Background: an optimization exercise with open tools, aiming at small area, a short achievable clock period and few clock cycles. Do not read the settings as production practice. At most, simulation tests tie the RTL to the original design; equivalence was not proved. No activity file was given, so power comes from the tool's default toggle rates.

==> module euclidean_distance_unit, before the edit <==
module euclidean_distance_unit
(
    input  logic                              clk,
    input  logic                              rst_n,
    input  logic                              s_axis_tvalid,
    output logic                              s_axis_tready,
    input  logic [edu_pkg::TDATA_IN_W-1:0]    s_axis_tdata,
    input  logic                              s_axis_tlast,
    output logic                              m_axis_tvalid,
    input  logic                              m_axis_tready,
    output logic [edu_pkg::TDATA_OUT_W-1:0]   m_axis_tdata,
    output logic                              m_axis_tuser
);
    localparam int EW    = edu_pkg::ELEM_W;
    localparam int AW    = edu_pkg::ACC_W;
    localparam int LW    = edu_pkg::LO_W;
    localparam int HW    = edu_pkg::HI_W;
    localparam int RW    = edu_pkg::ROOT_W;
    localparam int MW    = edu_pkg::REM_W;
    localparam int FB    = 4;                    
    localparam int BW    = AW - 2 * FB;          
    localparam int RADW  = BW;                   
    localparam int STEPS = RW - FB;              
    localparam int TW    = LW + 2;               
    logic              rdy_reg;
    logic              accept;
    logic [EW:0]       diff;
    logic [EW:0]       da_reg;
    logic              va_reg, lasta_reg;
    assign accept = s_axis_tvalid && rdy_reg;
    assign diff   = {s_axis_tdata[EW-1], s_axis_tdata[EW-1:0]}
                  - {s_axis_tdata[2*EW-1], s_axis_tdata[2*EW-1:EW]};
    always_ff @(posedge clk)
    begin
        da_reg    <= accept ? diff : '0;
        lasta_reg <= s_axis_tlast;
    end
    logic [TW-1:0]     row_s, row_c;
    logic [TW-1:0]     rsb_reg, rcb_reg;
    logic              vb_reg, lastb_reg;
    edu_sq_tree u_sq
    (
        .d     (da_reg),
        .row_s (row_s),
        .row_c (row_c)
    );
    always_ff @(posedge clk)
    begin
        rsb_reg   <= row_s;
        rcb_reg   <= row_c;
        lastb_reg <= lasta_reg;
    end
    logic [LW-1:0]     lo_reg;
    logic [HW-1:0]     hi_reg;
    logic              cy_reg, ovf_reg;
    logic              first_reg;    
    logic              clr_reg;      
    logic              full_reg;     
    logic [TW-1:0]     base, cs_s, cs_c, lo_sum;
    logic [HW:0]       hi_inc;
    logic              load;
    assign base   = clr_reg ? '0 : TW'(lo_reg);
    assign cs_s   = base ^ rsb_reg ^ rcb_reg;
    assign cs_c   = {(base[TW-2:0] & rsb_reg[TW-2:0])
                   | (base[TW-2:0] & rcb_reg[TW-2:0])
                   | (rsb_reg[TW-2:0] & rcb_reg[TW-2:0]), 1'b0};
    assign lo_sum = cs_s + cs_c;
    always_comb
    begin
        for (int i = 0; i < HW; i++)
            hi_inc[i] = hi_reg[i] ^ (cy_reg && ((hi_reg & HW'((1 << i) - 1)) == HW'((1 << i) - 1)));
        hi_inc[HW] = cy_reg && (&hi_reg);
    end
    always_ff @(posedge clk)
        clr_reg <= va_reg && (vb_reg ? lastb_reg : first_reg);
    always_ff @(posedge clk)
    begin
        lo_reg  <= lo_sum[LW-1:0];
        cy_reg  <= lo_sum[LW];
        hi_reg  <= clr_reg ? '0 : hi_inc[HW-1:0];
        ovf_reg <= clr_reg ? 1'b0 : (ovf_reg || hi_inc[HW]);
    end
    logic              busy_reg, valid_reg, sat_reg;
    logic [4:0]        cnt_reg;
    logic [RADW-1:0]   rad_reg;
    logic [MW:0]       rem_reg;      
    logic [RW-1:0]     root_reg;
    logic              free, finish;
    logic              bufv_reg, bsat_reg, move;
    logic [BW-1:0]     bsum_reg;
    logic [FB-1:0]     broot_reg;
    logic [FB:0]       brem_reg;
    logic [AW-1:0]     sum_c;        
    logic              sat_c;
    logic [FB-1:0]     root_t;
    logic [FB:0]       rem_t;
    assign sum_c = {hi_inc[HW-1:0], lo_reg};
    assign sat_c = ovf_reg || hi_inc[HW];
    edu_root_top u_top
    (
        .x    (sum_c[AW-1 -: 2*FB]),
        .root (root_t),
        .rem  (rem_t)
    );
    assign move = full_reg && (!bufv_reg || load);
    always_ff @(posedge clk)
    begin
        if (move)
        begin
            bsum_reg  <= sum_c[BW-1:0];
            broot_reg <= root_t | {FB{sat_c}};
            brem_reg  <= rem_t;
            bsat_reg  <= sat_c;
        end
    end
    logic [MW:0]       rem_n, step_op;
    logic [RW-1:0]     root_n;
    assign step_op = rem_reg[MW] ? {root_reg, 2'b11} : {~root_reg, 2'b11};
    assign rem_n   = {rem_reg[MW-2:0], rad_reg[RADW-1 -: 2]} + step_op;
    assign root_n  = {root_reg[RW-2:0], !rem_n[MW] || sat_reg};
    assign free   = (!busy_reg && !valid_reg) || (valid_reg && m_axis_tready);
    assign load   = bufv_reg && free;
    assign finish = busy_reg && (cnt_reg == '0);
    always_ff @(posedge clk)
    begin
        if (load)
        begin
            rad_reg  <= bsum_reg[RADW-1:0];
            rem_reg  <= (MW+1)'(brem_reg);
            root_reg <= RW'(broot_reg);
            sat_reg  <= bsat_reg;
        end
        else
        begin
            rad_reg  <= {rad_reg[RADW-3:0], 2'b00};
            rem_reg  <= rem_n;
            if (busy_reg)
                root_reg <= root_n;
        end
    end
    always_ff @(posedge clk)
        cnt_reg <= load ? 5'(STEPS - 1) : cnt_reg - 1'b1;
    logic       rdy_next;
    logic [1:0] pend_reg;    
    logic [1:0] pend_next;
    function automatic logic [2:0] ctrl_next(input logic mr, input logic lt);
        logic       ld, idle, rdy;
        logic [1:0] pend;
        ld   = bufv_reg && ((!busy_reg && !valid_reg) || (valid_reg && mr));
        pend = pend_reg + 2'(lt) - 2'(ld);
        idle = !ld && !busy_reg && !(valid_reg && !mr);
        rdy  = (pend <= 2'd1) || ((pend == 2'd2) && idle);
        ctrl_next = {pend, rdy};
    endfunction
    always_comb
    begin
        logic [2:0] c00, c01, c10, c11;
        c00 = ctrl_next(1'b0, 1'b0);
        c01 = ctrl_next(1'b0, 1'b1);
        c10 = ctrl_next(1'b1, 1'b0);
        c11 = ctrl_next(1'b1, 1'b1);
        if (accept && s_axis_tlast)
            {pend_next, rdy_next} = m_axis_tready ? c11 : c01;
        else
            {pend_next, rdy_next} = m_axis_tready ? c10 : c00;
    end
    always_ff @(posedge clk or negedge rst_n)
    begin
        if (!rst_n)
        begin
            rdy_reg   <= 1'b0;
            pend_reg  <= '0;
            va_reg    <= 1'b0;
            vb_reg    <= 1'b0;
            first_reg <= 1'b1;
            full_reg  <= 1'b0;
            bufv_reg  <= 1'b0;
            busy_reg  <= 1'b0;
            valid_reg <= 1'b0;
        end
        else
        begin
            rdy_reg   <= rdy_next;
            pend_reg  <= pend_next;
            va_reg    <= accept;
            vb_reg    <= va_reg;
            if (vb_reg)
                first_reg <= lastb_reg;
            full_reg  <= (full_reg && !move) || (vb_reg && lastb_reg);
            bufv_reg  <= (bufv_reg && !load) || move;
            if (load)
                busy_reg <= 1'b1;
            else if (finish)
                busy_reg <= 1'b0;
            if (finish)
                valid_reg <= 1'b1;
            else if (m_axis_tready)
                valid_reg <= 1'b0;
        end
    end
    assign s_axis_tready = rdy_reg;
    assign m_axis_tvalid = valid_reg;
    assign m_axis_tdata  = edu_pkg::TDATA_OUT_W'(root_reg);
    assign m_axis_tuser  = sat_reg;
endmodule
export LEC_CHECK = 0
export CAP_MARGIN = 20
export CORE_MARGIN = 2
export CORE_UTILIZATION = 60
export CTS_BUF_LIST = sky130_fd_sc_hd__clkbuf_8
export CTS_CLUSTER_DIAMETER = 60
export CTS_CLUSTER_SIZE = 20
export PLACE_DENSITY = 0.75
export SETUP_SLACK_MARGIN = 4.7
export SLEW_MARGIN = 20
create_clock -name core_clock -period 8.0 [get_ports {clk}]
standard.sh (not shown) runs the stock make flow with config.mk's settings and CLKGATE_MAP_FILE= SYNTH_SCRIPT=/design/flow/synth_recipe.tcl, a recipe that flattens the netlist after the stock synthesis.
==> flow/flow/run.sh <==
#!/bin/bash
# Layout: the standard flow, with the port buffers made as buf_2
# cells instead of the delay buffers buffer_ports picks by itself.
set -euo pipefail
export BUFFER_PORTS_ARGS="-buffer_cell sky130_fd_sc_hd__buf_2"
bash standard.sh > standard.log 2>&1
Change:
--- a/flow/design.v
+++ b/flow/design.v
@@ -644,31 +644,29 @@
     end
     always_ff @(posedge clk)
         cnt_reg <= load ? 5'(STEPS - 1) : cnt_reg - 1'b1;
     logic       rdy_next;
     logic [1:0] pend_reg;    
-    logic [1:0] pend_next;
-    function automatic logic [2:0] ctrl_next(input logic mr, input logic lt);
-        logic       ld, idle, rdy;
+    function automatic logic ready_next(input logic mr, input logic lt);
+        logic       ld, idle;
         logic [1:0] pend;
         ld   = bufv_reg && ((!busy_reg && !valid_reg) || (valid_reg && mr));
         pend = pend_reg + 2'(lt) - 2'(ld);
         idle = !ld && !busy_reg && !(valid_reg && !mr);
-        rdy  = (pend <= 2'd1) || ((pend == 2'd2) && idle);
-        ctrl_next = {pend, rdy};
+        ready_next = (pend <= 2'd1) || ((pend == 2'd2) && idle);
     endfunction
     always_comb
     begin
-        logic [2:0] c00, c01, c10, c11;
-        c00 = ctrl_next(1'b0, 1'b0);
-        c01 = ctrl_next(1'b0, 1'b1);
-        c10 = ctrl_next(1'b1, 1'b0);
-        c11 = ctrl_next(1'b1, 1'b1);
+        logic r00, r01, r10, r11;
+        r00 = ready_next(1'b0, 1'b0);
+        r01 = ready_next(1'b0, 1'b1);
+        r10 = ready_next(1'b1, 1'b0);
+        r11 = ready_next(1'b1, 1'b1);
         if (accept && s_axis_tlast)
-            {pend_next, rdy_next} = m_axis_tready ? c11 : c01;
+            rdy_next = m_axis_tready ? r11 : r01;
         else
-            {pend_next, rdy_next} = m_axis_tready ? c10 : c00;
+            rdy_next = m_axis_tready ? r10 : r00;
     end
     always_ff @(posedge clk or negedge rst_n)
     begin
         if (!rst_n)
         begin
@@ -683,11 +681,11 @@
             valid_reg <= 1'b0;
         end
         else
         begin
             rdy_reg   <= rdy_next;
-            pend_reg  <= pend_next;
+            pend_reg  <= pend_reg + 2'(accept && s_axis_tlast) - 2'(load);
             va_reg    <= accept;
             vb_reg    <= va_reg;
             if (vb_reg)
                 first_reg <= lastb_reg;
             full_reg  <= (full_reg && !move) || (vb_reg && lastb_reg);
Outcome: Count of clock-buffer cells in the layout does not change; wire length fell by about 6%; synthesized cell count shrinks by about 4%; core utilization shrinks by 0.16 points; sequential cell count does not change; design area shrinks by about 2.3%; setup slack improved by 0.032 ns; sequential power stays flat; power is lower by 1.7%; cell count fell by about 3.8%.
Testbench counts after the change, summed over its fixed seeds: cycles 22,995.
Function not checked in the first run of this note: the RTL went through the layout flow alone.

---

Setup of rev 12:
euclidean_distance_unit with an RTL version that a note above also has.
For scale: ~1900 cells after synthesis, roughly 280 flip-flops, roughly 64 I/O pins, roughly 18000 um^2 of cells after synthesis.
==> module euclidean_distance_unit, before the edit <==
module euclidean_distance_unit
(
    input  logic                              clk,
    input  logic                              rst_n,
    input  logic                              s_axis_tvalid,
    output logic                              s_axis_tready,
    input  logic [edu_pkg::TDATA_IN_W-1:0]    s_axis_tdata,
    input  logic                              s_axis_tlast,
    output logic                              m_axis_tvalid,
    input  logic                              m_axis_tready,
    output logic [edu_pkg::TDATA_OUT_W-1:0]   m_axis_tdata,
    output logic                              m_axis_tuser
);
    localparam int EW    = edu_pkg::ELEM_W;
    localparam int AW    = edu_pkg::ACC_W;
    localparam int LW    = edu_pkg::LO_W;
    localparam int HW    = edu_pkg::HI_W;
    localparam int RW    = edu_pkg::ROOT_W;
    localparam int MW    = edu_pkg::REM_W;
    localparam int FB    = 4;                    
    localparam int BW    = AW - 2 * FB;          
    localparam int RADW  = BW;                   
    localparam int STEPS = RW - FB;              
    localparam int TW    = LW + 2;               
    logic              rdy_reg;
    logic              accept;
    logic [EW:0]       diff;
    logic [EW:0]       da_reg;
    logic              va_reg, lasta_reg;
    assign accept = s_axis_tvalid && rdy_reg;
    assign diff   = {s_axis_tdata[EW-1], s_axis_tdata[EW-1:0]}
                  - {s_axis_tdata[2*EW-1], s_axis_tdata[2*EW-1:EW]};
    always_ff @(posedge clk)
    begin
        da_reg    <= accept ? diff : '0;
        lasta_reg <= s_axis_tlast;
    end
    logic [TW-1:0]     row_s, row_c;
    logic [TW-1:0]     rsb_reg, rcb_reg;
    logic              vb_reg, lastb_reg;
    edu_sq_tree u_sq
    (
        .d     (da_reg),
        .row_s (row_s),
        .row_c (row_c)
    );
    always_ff @(posedge clk)
    begin
        rsb_reg   <= row_s;
        rcb_reg   <= row_c;
        lastb_reg <= lasta_reg;
    end
    logic [LW-1:0]     lo_reg;
    logic [HW-1:0]     hi_reg;
    logic              cy_reg, ovf_reg;
    logic              first_reg;    
    logic              clr_reg;      
    logic              full_reg;     
    logic [TW-1:0]     base, cs_s, cs_c, lo_sum;
    logic [HW:0]       hi_inc;
    logic              load;
    assign base   = clr_reg ? '0 : TW'(lo_reg);
    assign cs_s   = base ^ rsb_reg ^ rcb_reg;
    assign cs_c   = {(base[TW-2:0] & rsb_reg[TW-2:0])
                   | (base[TW-2:0] & rcb_reg[TW-2:0])
                   | (rsb_reg[TW-2:0] & rcb_reg[TW-2:0]), 1'b0};
    assign lo_sum = cs_s + cs_c;
    always_comb
    begin
        for (int i = 0; i < HW; i++)
            hi_inc[i] = hi_reg[i] ^ (cy_reg && ((hi_reg & HW'((1 << i) - 1)) == HW'((1 << i) - 1)));
        hi_inc[HW] = cy_reg && (&hi_reg);
    end
    always_ff @(posedge clk)
        clr_reg <= va_reg && (vb_reg ? lastb_reg : first_reg);
    always_ff @(posedge clk)
    begin
        lo_reg  <= lo_sum[LW-1:0];
        cy_reg  <= lo_sum[LW];
        hi_reg  <= clr_reg ? '0 : hi_inc[HW-1:0];
        ovf_reg <= clr_reg ? 1'b0 : (ovf_reg || hi_inc[HW]);
    end
    logic              busy_reg, valid_reg, sat_reg;
    logic [4:0]        cnt_reg;
    logic [RADW-1:0]   rad_reg;
    logic [MW:0]       rem_reg;      
    logic [RW-1:0]     root_reg;
    logic              free, finish;
    logic              bufv_reg, bsat_reg, move;
    logic [BW-1:0]     bsum_reg;
    logic [FB-1:0]     broot_reg;
    logic [FB:0]       brem_reg;
    logic [AW-1:0]     sum_c;        
    logic              sat_c;
    logic [FB-1:0]     root_t;
    logic [FB:0]       rem_t;
    assign sum_c = {hi_inc[HW-1:0], lo_reg};
    assign sat_c = ovf_reg || hi_inc[HW];
    edu_root_top u_top
    (
        .x    (sum_c[AW-1 -: 2*FB]),
        .root (root_t),
        .rem  (rem_t)
    );
    assign move = full_reg && (!bufv_reg || load);
    always_ff @(posedge clk)
    begin
        if (move)
        begin
            bsum_reg  <= sum_c[BW-1:0];
            broot_reg <= root_t | {FB{sat_c}};
            brem_reg  <= rem_t;
            bsat_reg  <= sat_c;
        end
    end
    logic [MW:0]       rem_n, step_op;
    logic [RW-1:0]     root_n;
    assign step_op = rem_reg[MW] ? {root_reg, 2'b11} : {~root_reg, 2'b11};
    assign rem_n   = {rem_reg[MW-2:0], rad_reg[RADW-1 -: 2]} + step_op;
    assign root_n  = {root_reg[RW-2:0], !rem_n[MW] || sat_reg};
    assign free   = (!busy_reg && !valid_reg) || (valid_reg && m_axis_tready);
    assign load   = bufv_reg && free;
    assign finish = busy_reg && (cnt_reg == '0);
    always_ff @(posedge clk)
    begin
        if (load)
        begin
            rad_reg  <= bsum_reg[RADW-1:0];
            rem_reg  <= (MW+1)'(brem_reg);
            root_reg <= RW'(broot_reg);
            sat_reg  <= bsat_reg;
        end
        else
        begin
            rad_reg  <= {rad_reg[RADW-3:0], 2'b00};
            rem_reg  <= rem_n;
            if (busy_reg)
                root_reg <= root_n;
        end
    end
    always_ff @(posedge clk)
        cnt_reg <= load ? 5'(STEPS - 1) : cnt_reg - 1'b1;
    logic       rdy_next;
    logic [1:0] pend_reg;    
    function automatic logic ready_next(input logic mr, input logic lt);
        logic       ld, idle;
        logic [1:0] pend;
        ld   = bufv_reg && ((!busy_reg && !valid_reg) || (valid_reg && mr));
        pend = pend_reg + 2'(lt) - 2'(ld);
        idle = !ld && !busy_reg && !(valid_reg && !mr);
        ready_next = (pend <= 2'd1) || ((pend == 2'd2) && idle);
    endfunction
    always_comb
    begin
        logic r00, r01, r10, r11;
        r00 = ready_next(1'b0, 1'b0);
        r01 = ready_next(1'b0, 1'b1);
        r10 = ready_next(1'b1, 1'b0);
        r11 = ready_next(1'b1, 1'b1);
        if (accept && s_axis_tlast)
            rdy_next = m_axis_tready ? r11 : r01;
        else
            rdy_next = m_axis_tready ? r10 : r00;
    end
    always_ff @(posedge clk or negedge rst_n)
    begin
        if (!rst_n)
        begin
            rdy_reg   <= 1'b0;
            pend_reg  <= '0;
            va_reg    <= 1'b0;
            vb_reg    <= 1'b0;
            first_reg <= 1'b1;
            full_reg  <= 1'b0;
            bufv_reg  <= 1'b0;
            busy_reg  <= 1'b0;
            valid_reg <= 1'b0;
        end
        else
        begin
            rdy_reg   <= rdy_next;
            pend_reg  <= pend_reg + 2'(accept && s_axis_tlast) - 2'(load);
            va_reg    <= accept;
            vb_reg    <= va_reg;
            if (vb_reg)
                first_reg <= lastb_reg;
            full_reg  <= (full_reg && !move) || (vb_reg && lastb_reg);
            bufv_reg  <= (bufv_reg && !load) || move;
            if (load)
                busy_reg <= 1'b1;
            else if (finish)
                busy_reg <= 1'b0;
            if (finish)
                valid_reg <= 1'b1;
            else if (m_axis_tready)
                valid_reg <= 1'b0;
        end
    end
    assign s_axis_tready = rdy_reg;
    assign m_axis_tvalid = valid_reg;
    assign m_axis_tdata  = edu_pkg::TDATA_OUT_W'(root_reg);
    assign m_axis_tuser  = sat_reg;
endmodule
clock: 8.0 ns
lec_check: 0
cap_margin: 20
core_margin: 2
core_utilization: 60
cts_cluster_diameter: 60
cts_cluster_size: 30
place_density: 0.75
setup_slack_margin: 4.6
slew_margin: 20
Scripts as last shown in full above: flow/flow/run.sh
Testbench counts of rev 12, summed over its fixed seeds: cycles 22,995.
> inputs changed (rev 12 -> rev 13)
--- a/flow/design.v
+++ b/flow/design.v
@@ -645,27 +645,29 @@
     always_ff @(posedge clk)
         cnt_reg <= load ? 5'(STEPS - 1) : cnt_reg - 1'b1;
     logic       rdy_next;
     logic [1:0] pend_reg;    
-    function automatic logic ready_next(input logic mr, input logic lt);
-        logic       ld, idle;
+    logic [1:0] pend_next;
+    function automatic logic [2:0] ctrl_next(input logic mr, input logic lt);
+        logic       ld, idle, rdy;
         logic [1:0] pend;
         ld   = bufv_reg && ((!busy_reg && !valid_reg) || (valid_reg && mr));
         pend = pend_reg + 2'(lt) - 2'(ld);
         idle = !ld && !busy_reg && !(valid_reg && !mr);
-        ready_next = (pend <= 2'd1) || ((pend == 2'd2) && idle);
+        rdy  = (pend <= 2'd1) || ((pend == 2'd2) && idle);
+        ctrl_next = {pend, rdy};
     endfunction
     always_comb
     begin
-        logic r00, r01, r10, r11;
-        r00 = ready_next(1'b0, 1'b0);
-        r01 = ready_next(1'b0, 1'b1);
-        r10 = ready_next(1'b1, 1'b0);
-        r11 = ready_next(1'b1, 1'b1);
+        logic [2:0] c00, c01, c10, c11;
+        c00 = ctrl_next(1'b0, 1'b0);
+        c01 = ctrl_next(1'b0, 1'b1);
+        c10 = ctrl_next(1'b1, 1'b0);
+        c11 = ctrl_next(1'b1, 1'b1);
         if (accept && s_axis_tlast)
-            rdy_next = m_axis_tready ? r11 : r01;
+            {pend_next, rdy_next} = m_axis_tready ? c11 : c01;
         else
-            rdy_next = m_axis_tready ? r10 : r00;
+            {pend_next, rdy_next} = m_axis_tready ? c10 : c00;
     end
     always_ff @(posedge clk or negedge rst_n)
     begin
         if (!rst_n)
@@ -682,9 +684,9 @@
         end
         else
         begin
             rdy_reg   <= rdy_next;
-            pend_reg  <= pend_reg + 2'(accept && s_axis_tlast) - 2'(load);
+            pend_reg  <= pend_next;
             va_reg    <= accept;
             vb_reg    <= va_reg;
             if (vb_reg)
                 first_reg <= lastb_reg;
### Flow results
Post-layout minimum cycle time deteriorates in rev 13 relative to rev 12.
Rev 13 vs. rev 12: first-pass GRT wire length went up by 5.6%.
Number of inverters outside the clock class in the layout went up by a few percent going from rev 12 to rev 13.
Rev 13 vs rev 12, critical path depth went up by 1.
In the metrics for rev 13 and rev 12, the one carrying the higher die height is rev 13.
Number of resized instances in the post-cts repair step on rev 13 is up relative to rev 12.
Diff rev 13 and rev 12: power per cell area higher in rev 13
Final critical-path share of the clock period: higher on rev 13
Between rev 12 and rev 13, synthesized cell count increased.
Of rev 13 and rev 12, the higher area taken by multi-input logic gates belongs to rev 13.
Relative contribution of the clock network to total power: lower on rev 12
Total power of the final layout, rev 13 and rev 12: larger value in rev 13
Measured against each other, rev 13 and rev 12 differ in mean number of vias per cell, the lower figure coming from rev 12.
Function not checked in rev 13: the RTL went through the layout flow alone.

-- separate check: timing with driven ports --
In the flow no input, the clock included, has a driving cell. The finished layouts below were timed again as built, in two steps.
Step 1, drivers: a clkbuf_16 drives clk and a buf_2 each remaining input, both assumed.
Step 2 adds t to the input delays and takes it off the output delays; t is the mean of the earliest and latest rising clock arrival at the registers after step 1. Input paths then give back, and output paths get back, about the clock's delay inside the block.
Three values: no drivers, after step 1, after step 2; two values: the first two.
run	shift t [ns]	slack for setup (ns)	worst setup path at the end
the first run of note 1	0.615	4.771 / 4.769 / 4.154	input to register
the second run of note 1	0.601	4.804 / 4.804 / 4.338	input to register
rev 12	0.574	4.716 / 4.716 / 4.224	input to register
rev 13	0.622	4.670 / 4.670 / 4.117	input to register
After both steps setup and hold are still met in every run listed. The setup slack of the first run of note 1, which loses most, moves by -0.002 ns with the drivers and by -0.617 ns with both steps.
